This design comes from an exercise in tuning for small area, a short achievable clock period and few clock cycles per item on the open sky130 flow, not from production work.
In this exercise RTL edits were held to simulation tests only and were not proved equivalent to the original.
No activity file was given, so power comes from the tool's default toggle rates.

==> run a: inputs <==
==> flow/design.v (excerpt) <==
module bitmap_run_allocator_core (
  input  logic                      clk,
  input  logic                      rst_n,
  input  logic                      cfg_we,
  input  logic [bra_pkg::LEN_W-1:0] cfg_used_length,
  input  logic                      in_valid,
  output logic                      in_ready,
  input  logic [2:0]                in_cmd,
  input  logic [bra_pkg::IDX_W-1:0] in_bit_index,
  input  logic [bra_pkg::LEN_W-1:0] in_range_end,
  input  logic [bra_pkg::LEN_W-1:0] in_run_count,
  input  logic [3:0]                in_align_log2,
  output logic                      out_valid,
  input  logic                      out_ready,
  output logic                      out_bit_value,
  output logic [bra_pkg::IDX_W-1:0] out_alloc_index,
  output logic                      out_found
);
Settings: LEC_CHECK=0, CAP_MARGIN=20, CORE_MARGIN=2, CORE_UTILIZATION=30, PLACE_DENSITY=0.45, SETUP_SLACK_MARGIN=3, SLEW_MARGIN=20, TNS_END_PERCENT=0; clock period 8.0 ns.
run.sh (not shown) runs the stock make flow with config.mk's settings and CLKGATE_MAP_FILE= SYNTH_SCRIPT=/design/flow/synth_recipe.tcl, a recipe that flattens the netlist after the stock synthesis.
==> inputs of run b, as changes to run a <==
--- a/flow/design.v
+++ b/flow/design.v
@@ -164,42 +164,31 @@
   logic          r_v, r_bit, r_found;      
   logic [9:0]    r_idx;
   logic          q_v, q_bit, q_found;      
   logic [9:0]    q_idx;
   assign res_valid = r_v;
   assign res_bit   = r_bit;
   assign res_idx   = r_idx;
   assign res_found = r_found;
-  logic        wsel_x, w_v;
+  logic        w_en, w_v;
+  logic [10:0] w_lo, w_hi;
   logic [31:0] rowA, rowL, rowC, colL, colH;
-  logic [31:0] xA, xL, xC, xcL, xcH, mA, mL, mC, mcL, mcH;
-  logic        xsame, msame;
-  assign xsame = (fa[10:5] == fb[10:5]);
-  assign msame = (pm_lo[10:5] == pm_hi[10:5]);
+  logic        same;
+  assign same = (w_lo[10:5] == w_hi[10:5]);
   genvar gr, gb;
   generate
     for (gr = 0; gr < 32; gr++) begin : g_row
-      assign xA[gr] = (6'(gr) > fa[10:5]) && (6'(gr) < fb[10:5]);
-      assign xL[gr] = (6'(gr) == fa[10:5]);
-      assign xC[gr] = (6'(gr) > fa[10:5]) && (6'(gr) == fb[10:5]);
-      assign mA[gr] = (6'(gr) > pm_lo[10:5]) && (6'(gr) < pm_hi[10:5]);
-      assign mL[gr] = (6'(gr) == pm_lo[10:5]);
-      assign mC[gr] = (6'(gr) > pm_lo[10:5]) && (6'(gr) == pm_hi[10:5]);
-      assign rowA[gr] = rst_q || (wsel_x ? xA[gr] : (pm_en && mA[gr]));
-      assign rowL[gr] = !rst_q && (wsel_x ? xL[gr] : (pm_en && mL[gr]));
-      assign rowC[gr] = !rst_q && (wsel_x ? xC[gr] : (pm_en && mC[gr]));
+      assign rowA[gr] = w_en && (6'(gr) > w_lo[10:5]) && (6'(gr) < w_hi[10:5]);
+      assign rowL[gr] = w_en && (6'(gr) == w_lo[10:5]);
+      assign rowC[gr] = w_en && (6'(gr) > w_lo[10:5]) && (6'(gr) == w_hi[10:5]);
     end
     for (gb = 0; gb < 32; gb++) begin : g_col
-      assign xcH[gb] = (5'(gb) < fb[4:0]);
-      assign xcL[gb] = (5'(gb) >= fa[4:0]) && (!xsame || xcH[gb]);
-      assign mcH[gb] = (5'(gb) < pm_hi[4:0]);
-      assign mcL[gb] = (5'(gb) >= pm_lo[4:0]) && (!msame || mcH[gb]);
-      assign colH[gb] = wsel_x ? xcH[gb] : mcH[gb];
-      assign colL[gb] = wsel_x ? xcL[gb] : mcL[gb];
+      assign colH[gb] = (5'(gb) < w_hi[4:0]);
+      assign colL[gb] = (5'(gb) >= w_lo[4:0]) && (!same || colH[gb]);
     end
     for (gr = 0; gr < 32; gr++) begin : g_mr
       for (gb = 0; gb < 32; gb++) begin : g_mb
         wire m = rowA[gr] | (rowL[gr] & colL[gb]) | (rowC[gr] & colH[gb]);
         assign map_d[gr*32+gb] = m ? w_v : map_q[gr*32+gb];
       end
     end
   endgenerate
@@ -284,34 +273,32 @@
       assign tl_lo[gj] = 3'(gj) <= limlo[2:0];
     end
     for (gj = 0; gj < NS; gj++) begin : g_ok
       assign tlim[gj]    = tl_lt[gj/8] | (tl_eq[gj/8] & tl_lo[gj%8]);
       assign aligned[gj] = (({kp[2:0], 7'(gj)} & amask) == 10'd0);
       assign okv[gj]     = h7[gj] & aligned[gj] & (klt | (keq & tlim[gj]));
     end
   endgenerate
-  logic [15:0]  grp_any, grp_first;
+  logic [15:0]  grp_any;
   logic [47:0]  grp_idx;
-  logic         any;           
+  logic [3:0]   gsel;
+  logic         any;
   logic [6:0]   sloc;
   logic [9:0]   sfast;
   always_comb begin
     for (int g = 0; g < 16; g++) begin
       grp_any[g] = |okb[g*8 +: 8];
       grp_idx[g*3 +: 3] = 3'd0;
       for (int b = 7; b >= 0; b--) if (okb[g*8+b]) grp_idx[g*3 +: 3] = 3'(b);
     end
-    for (int g = 0; g < 16; g++) begin
-      grp_first[g] = grp_any[g];
-      for (int h = 0; h < g; h++) grp_first[g] = grp_first[g] & !grp_any[h];
-    end
-    sloc = 7'd0;
-    for (int g = 0; g < 16; g++)
-      sloc = sloc | ({7{grp_first[g]}} & {4'(g), grp_idx[g*3 +: 3]});
+    gsel = 4'd0;
+    for (int g = 15; g >= 0; g--) if (grp_any[g]) gsel = 4'(g);
+    any   = |grp_any;
+    sloc  = {gsel, grp_idx[gsel*3 +: 3]};
     sfast = {kb[2:0], sloc};
   end
   logic [63:0] y;
   logic [6:0]  zlo, zhi;
   logic [11:0] base, amask12, rs_new;
   logic [12:0] reach;
   logic        bfound, blast, bact;
   assign y = kp[0] ? win[127:64] : win[63:0];
@@ -326,30 +313,25 @@
   assign amask12 = (al >= 4'd11) ? 12'h7FF : ((12'd1 << al) - 12'd1);
   assign reach   = {1'b0, base} + {6'b0, zlo_r};
   assign bfound  = ropen && (need_r <= reach) && (rs <= {2'b0, fb[9:0]});
   assign blast   = ({1'b0, base} + 13'd64) >= {2'b0, eff_len};
   assign rs_new  = ((base + 12'd64 - {5'b0, zhi_r}) + amask12) & ~amask12;
   logic go, done, found, mark;
   logic [9:0]  fidx;
   logic [10:0] mhi;
-  logic [10:0] bc_r;
-  logic [7:0]  lsum;
-  logic [3:0]  bc_hi1;
-  assign lsum   = {1'b0, bc_r[6:0]} + {1'b0, sloc};
-  assign bc_hi1 = bc_r[10:7] + 4'd1;
   logic        rbit;
   logic pm_ok, pm_hit, pm_wr;
   assign pm_hit = pm_en && ({1'b0, fa[9:0]} >= pm_lo) && ({1'b0, fa[9:0]} < pm_hi);
   assign pm_wr  = (typ == 2'd1) && (wv || fb <= pm_lo || fa >= pm_hi || fa >= fb);
   assign pm_ok  = (typ == 2'd0) || (typ == 2'd3) || (typ == 2'd2 && fail) || pm_wr;
   assign go = op_valid && (!pm_en || pm_ok) && !q_v;
   always_comb begin
     done = 1'b0; found = 1'b0; fidx = 10'd0; rbit = 1'b0; mark = 1'b0;
-    mhi = {lsum[7] ? bc_hi1 : bc_r[10:7], lsum[6:0]};
+    mhi = {1'b0, sfast} + fa;
     case (typ)
       2'd0: begin done = 1'b1; rbit = win[fa[6:0]] | pm_hit; end
       2'd2: begin
         if (fail) done = 1'b1;
         else if (!big) begin
           if (bv && any) begin
             done = 1'b1; found = 1'b1; fidx = sfast; mark = (fa != 11'd0);
           end else if (bv && kb[2:0] == limhi) done = 1'b1;
@@ -358,32 +340,39 @@
             done = 1'b1; found = 1'b1; fidx = rs[9:0]; mark = 1'b1;
             mhi = need_r[10:0];
           end else if (bv && blast) done = 1'b1;
         end
       end
       default: done = 1'b1;
     endcase
   end
-  assign wsel_x = go && (typ == 2'd1);
-  assign w_v    = !rst_q && (wsel_x ? wv : 1'b1);
+  always_comb begin
+    if (rst_q) begin
+      w_en = 1'b1; w_lo = 11'd0; w_hi = 11'd1024; w_v = 1'b0;
+    end else if (go && typ == 2'd1) begin
+      w_en = 1'b1; w_lo = fa; w_hi = fb; w_v = wv;
+    end else begin
+      w_en = pm_en; w_lo = pm_lo; w_hi = pm_hi; w_v = 1'b1;
+    end
+  end
   assign op_ready = go && done;
   logic [3:0] kpn;
   assign kpn = kp + 4'd1;
   always_comb begin
     if (op_valid && typ == 2'd2 && !(go && done))
       wsel_n = !go ? (big ? kp[3:1] : kp[2:0]) : (big ? kpn[3:1] : kpn[2:0]);
     else
       wsel_n = nxt_ws;
   end
   always_ff @(posedge clk) begin
     rst_q <= !rst_n;
     map_q <= map_d;
     win   <= win_d;
-    if (go && !big) begin okb <= okv; any <= |okv; bc_r <= {1'b0, kp[2:0], 7'd0} + fa; end
+    if (go && !big) okb <= okv;
     if (go && big) begin zlo_r <= zlo; zhi_r <= zhi; end
     if (go && done && mark) begin
       pm_lo <= {1'b0, fidx}; pm_hi <= mhi;
     end
     if (!rst_n) begin
       r_v <= 1'b0; r_bit <= 1'b0; r_idx <= 10'd0; r_found <= 1'b0;
       q_v <= 1'b0; q_bit <= 1'b0; q_idx <= 10'd0; q_found <= 1'b0;
       kp <= 4'd0; bv <= 1'b0; kb <= 4'd0; pm_en <= 1'b0;
--- a/flow/config.mk
+++ b/flow/config.mk
@@ -6,9 +6,8 @@
 export NUM_CORES = 4
 export LEC_CHECK = 0
 export CAP_MARGIN = 20
 export CORE_MARGIN = 2
 export CORE_UTILIZATION = 30
 export PLACE_DENSITY = 0.45
 export SETUP_SLACK_MARGIN = 3
 export SLEW_MARGIN = 20
-export TNS_END_PERCENT = 0
==> results.json <==
{
  "status": "no timing/DRC/antenna violations",
  "dieHeight_um": 599,
  "seq_power_mw": 11.1,
  "whs_endpoint": "u_back.map_q[367]$_DFF_P_",
  "p_total_mw": 34.5,
  "buffers": 2226,
  "dp_hpwl_mm": 658,
  "regArea_um2": 33500,
  "num_vias": 138000,
  "p_comb_mw": 13.9,
  "buf_share": 0.172,
  "seqPwrFrac": 0.323
}
the above is filed under run b

==> results.json <==
{
  "via_per_inst": 6.92,
  "seq_cells": 1559,
  "final.period_utilization": 0.678,
  "sw_frac_of_total": 0.434,
  "num_vias": 137000,
  "nNetsFinal": 14900,
  "synth_top_area_frac": 0.234,
  "status": "no timing/DRC/antenna violations",
  "netlist_top_cells_count": "1,657 x nor2_1, 1,339 x nand2_1, 1,292 x dfxtp_1, 1,220 x o21ai_0, 1,030 x a21oi_1",
  "final_common_cell": "nor2_1",
  "dp_hpwl_mm": 637,
  "p_comb_mw": 10.9,
  "p_total_mw": 30.5,
  "worstMarginPinSlew_ns": 1.38,
  "seqPwrFrac": 0.338,
  "whs_endpoint": "u_back.map_q[639]$_DFF_P_",
  "buf_share": 0.103,
  "seq_power_mw": 10.3,
  "synth_fp_nets": 14700
}
the above is filed under run a

Testbench counts of run a, summed over its fixed seeds: cycles 11,330, items 6,400.
Testbench counts of run b, summed over its fixed seeds: cycles 11,330, items 6,400.


==> inputs of v3 <==
bitmap_run_allocator_core, a different RTL version from the one above (not shown whole).
==> flow/config.mk <==
export PLATFORM = sky130hd
export DESIGN_NAME = bitmap_run_allocator_core
export DESIGN_NICKNAME = bitmap_run_allocator_core
export VERILOG_FILES = /design/flow/design.v
export SDC_FILE = /design/flow/constraint.sdc
export NUM_CORES = 4
export LEC_CHECK = 0
export CAP_MARGIN = 20
export CORE_MARGIN = 2
export CORE_UTILIZATION = 30
export PLACE_DENSITY = 0.45
export SETUP_SLACK_MARGIN = 3
export SLEW_MARGIN = 20
==> flow/constraint.sdc <==
create_clock -name core_clock -period 8.0 [get_ports {clk}]
set_input_delay 1.6000 -clock core_clock [delete_from_list [all_inputs] [get_ports {clk}]]
set_output_delay 1.6000 -clock core_clock [all_outputs]
set_load 0.01 [all_outputs]
==> inputs of v37, as changes to v3 <==
--- a/flow/design.v
+++ b/flow/design.v
@@ -216,17 +216,38 @@
       end
     end
     for (gj = 0; gj < WN; gj++) begin : g_l6
       assign lv[7*WN+gj] = 1'b0;
       assign hc[7*WN+gj] = cb[6] ? lv[6*WN+gj] : hc[6*WN+gj];
     end
   endgenerate
   logic [9:0]    amask;
-  logic [NS-1:0] okv, aligned, tlim;
+  logic [NS-1:0] okv, aligned, tlim, pmc;
+  logic [11:0]   pt1;
+  logic [10:0]   ceff2;
+  logic          pge_z, plt_big;
+  logic [15:0]   pge_gt, pge_eq, plt_lt, plt_eq;
+  logic [7:0]    pge_lo, plt_lo;
+  assign ceff2   = (fa == 11'd0) ? 11'd1 : fa;
+  assign pt1     = {1'b0, pm_lo} - {1'b0, ceff2} + 12'd1;
+  assign pge_z   = (pt1[10:7] == 4'd0);
+  assign plt_big = (pm_hi[10:7] != 4'd0);
+  generate
+    for (gj = 0; gj < 16; gj++) begin : g_pq
+      assign pge_gt[gj] = 4'(gj) > pt1[6:3];
+      assign pge_eq[gj] = 4'(gj) == pt1[6:3];
+      assign plt_lt[gj] = 4'(gj) < pm_hi[6:3];
+      assign plt_eq[gj] = 4'(gj) == pm_hi[6:3];
+    end
+    for (gj = 0; gj < 8; gj++) begin : g_pr
+      assign pge_lo[gj] = 3'(gj) >= pt1[2:0];
+      assign plt_lo[gj] = 3'(gj) < pm_hi[2:0];
+    end
+  endgenerate
   logic [2:0]    limhi;
   logic [6:0]    limlo;
   logic          klt, keq, aact;
   logic [15:0]   tl_lt, tl_eq;
   logic [7:0]    tl_lo;
   assign amask = (al >= 4'd10) ? 10'h3FF : ((10'd1 << al) - 10'd1);
   assign limhi = fb[9:7];
   assign limlo = fb[6:0];
@@ -239,17 +260,19 @@
       assign tl_eq[gj] = 4'(gj) == limlo[6:3];
     end
     for (gj = 0; gj < 8; gj++) begin : g_lr
       assign tl_lo[gj] = 3'(gj) <= limlo[2:0];
     end
     for (gj = 0; gj < NS; gj++) begin : g_ok
       assign tlim[gj]    = tl_lt[gj/8] | (tl_eq[gj/8] & tl_lo[gj%8]);
       assign aligned[gj] = (({kp[2:0], 7'(gj)} & amask) == 10'd0);
-      assign okv[gj]     = hc[7*WN+gj] & aligned[gj] & (klt | (keq & tlim[gj]));
+      assign pmc[gj]     = pm_en && (pt1[11] || (pge_z && (pge_gt[gj/8] || (pge_eq[gj/8] && pge_lo[gj%8])))) &&
+                           (plt_big || plt_lt[gj/8] || (plt_eq[gj/8] && plt_lo[gj%8]));
+      assign okv[gj]     = hc[7*WN+gj] & aligned[gj] & (klt | (keq & tlim[gj])) & !pmc[gj];
     end
   endgenerate
   logic [15:0]  grp_any;
   logic [47:0]  grp_idx;
   logic [3:0]   gsel;
   logic         any;
   logic [6:0]   sloc;
   logic [9:0]   sfast;
@@ -284,17 +307,17 @@
   assign bfound  = ropen && (need_r <= reach) && (rs <= {2'b0, fb[9:0]});
   assign blast   = ({1'b0, base} + 13'd64) >= {2'b0, eff_len};
   assign rs_new  = ((base + 12'd64 - {5'b0, zhi_r}) + amask12) & ~amask12;
   logic go, done, found, mark;
   logic [9:0]  fidx;
   logic [10:0] mhi;
   logic        rbit;
   logic pm_ok, pm_hit;
-  assign pm_ok  = (typ == 2'd0) || (typ == 2'd3) || (typ == 2'd2 && fail);
+  assign pm_ok  = (typ == 2'd0) || (typ == 2'd3) || (typ == 2'd2 && (fail || !big));
   assign pm_hit = pm_en && ({1'b0, fa[9:0]} >= pm_lo) && ({1'b0, fa[9:0]} < pm_hi);
   assign go = op_valid && (!pm_en || pm_ok) && (!r_v || res_ready);
   always_comb begin
     done = 1'b0; found = 1'b0; fidx = 10'd0; rbit = 1'b0; mark = 1'b0;
     mhi = {1'b0, sfast} + fa;
     case (typ)
       2'd0: begin done = 1'b1; rbit = win[fa[6:0]] | pm_hit; end
       2'd2: begin
--- a/flow/config.mk
+++ b/flow/config.mk
@@ -3,11 +3,12 @@
 export DESIGN_NICKNAME = bitmap_run_allocator_core
 export VERILOG_FILES = /design/flow/design.v
 export SDC_FILE = /design/flow/constraint.sdc
 export NUM_CORES = 4
 export LEC_CHECK = 0
 export CAP_MARGIN = 20
 export CORE_MARGIN = 2
 export CORE_UTILIZATION = 30
+export CTS_BUF_LIST = sky130_fd_sc_hd__clkbuf_8
 export PLACE_DENSITY = 0.45
 export SETUP_SLACK_MARGIN = 3
 export SLEW_MARGIN = 20
==> notes.md <==
quantity	v3	v37
Gate count after technology mapping	12,700	13,100
Vias in the first global route	107,000	110,000
First-pass iteration count of the detailed router	10	7
PostCTS Resize Cnt	170	273
Switching power total	13.8 mW	12.9 mW
Status	no timing/DRC/antenna violations	failed layout checks
Layout check failures	-	capacitance limit, slew limit
Hold Path Sink	u_front.e0_r[22]	u_front.e0_r[31]
Seq. cell area	33,900 sq um	34,000 sq um
Number of non-clock buffers	938	851
Critical path buffers and inverters	4	1
Placeable core region	341,000 sq um	349,000 sq um
Met2 Usage GRT	53.9%	56.1%
Met3 track utilization from global routing	13.8%	11.5%
Global placement routability congestion	1.06	1.05
Final-layout clock-cell area share	5.15%	4.89%
Min Tclk post-route	5.45 ns	5.21 ns
Testbench counts of v3, summed over its fixed seeds: cycles 11,639, items 6,400.
Testbench counts of v37, summed over its fixed seeds: cycles 11,048, items 6,400.

-- separate check: timing with driven ports --
The flow's constraints put no driver on any port. The routed layouts listed below were extracted and timed again, unchanged, in two steps.
Step 1 sets driving cells, clkbuf_16 on the clock port and buf_2 on the other inputs (assumed; they add their load-dependent delay and slew).
Step 2 adds t to the input delays and takes it off the output delays; t is the mean of the earliest and latest rising clock arrival at the registers after step 1. Input paths then give back, and output paths get back, about the clock's delay inside the block.
a / b / c = no drivers / after step 1 / after step 2; a / b = the first two.
| run | t, ns | setup WS [ns] | latest minus earliest clock arrival (ns) | cell pins on the clock port's net |
|---|---|---|---|---|
| run a | 1.066 | 2.579 / 2.579 / 2.579 | 0.089 / 0.089 | 1 |
| run b | 1.131 | 2.404 / 2.404 / 2.404 | 0.186 / 0.186 | 1 |
| v3 | 1.023 | 2.546 / 2.546 / 1.943 | 0.118 / 0.118 | 1 |
| v37 | 1.161 | 2.789 / 2.789 / 1.900 | 0.100 / 0.100 | 1 |
For v37, which loses most, drivers alone change the setup slack by 0.000 ns; drivers and shift together by -0.889 ns.
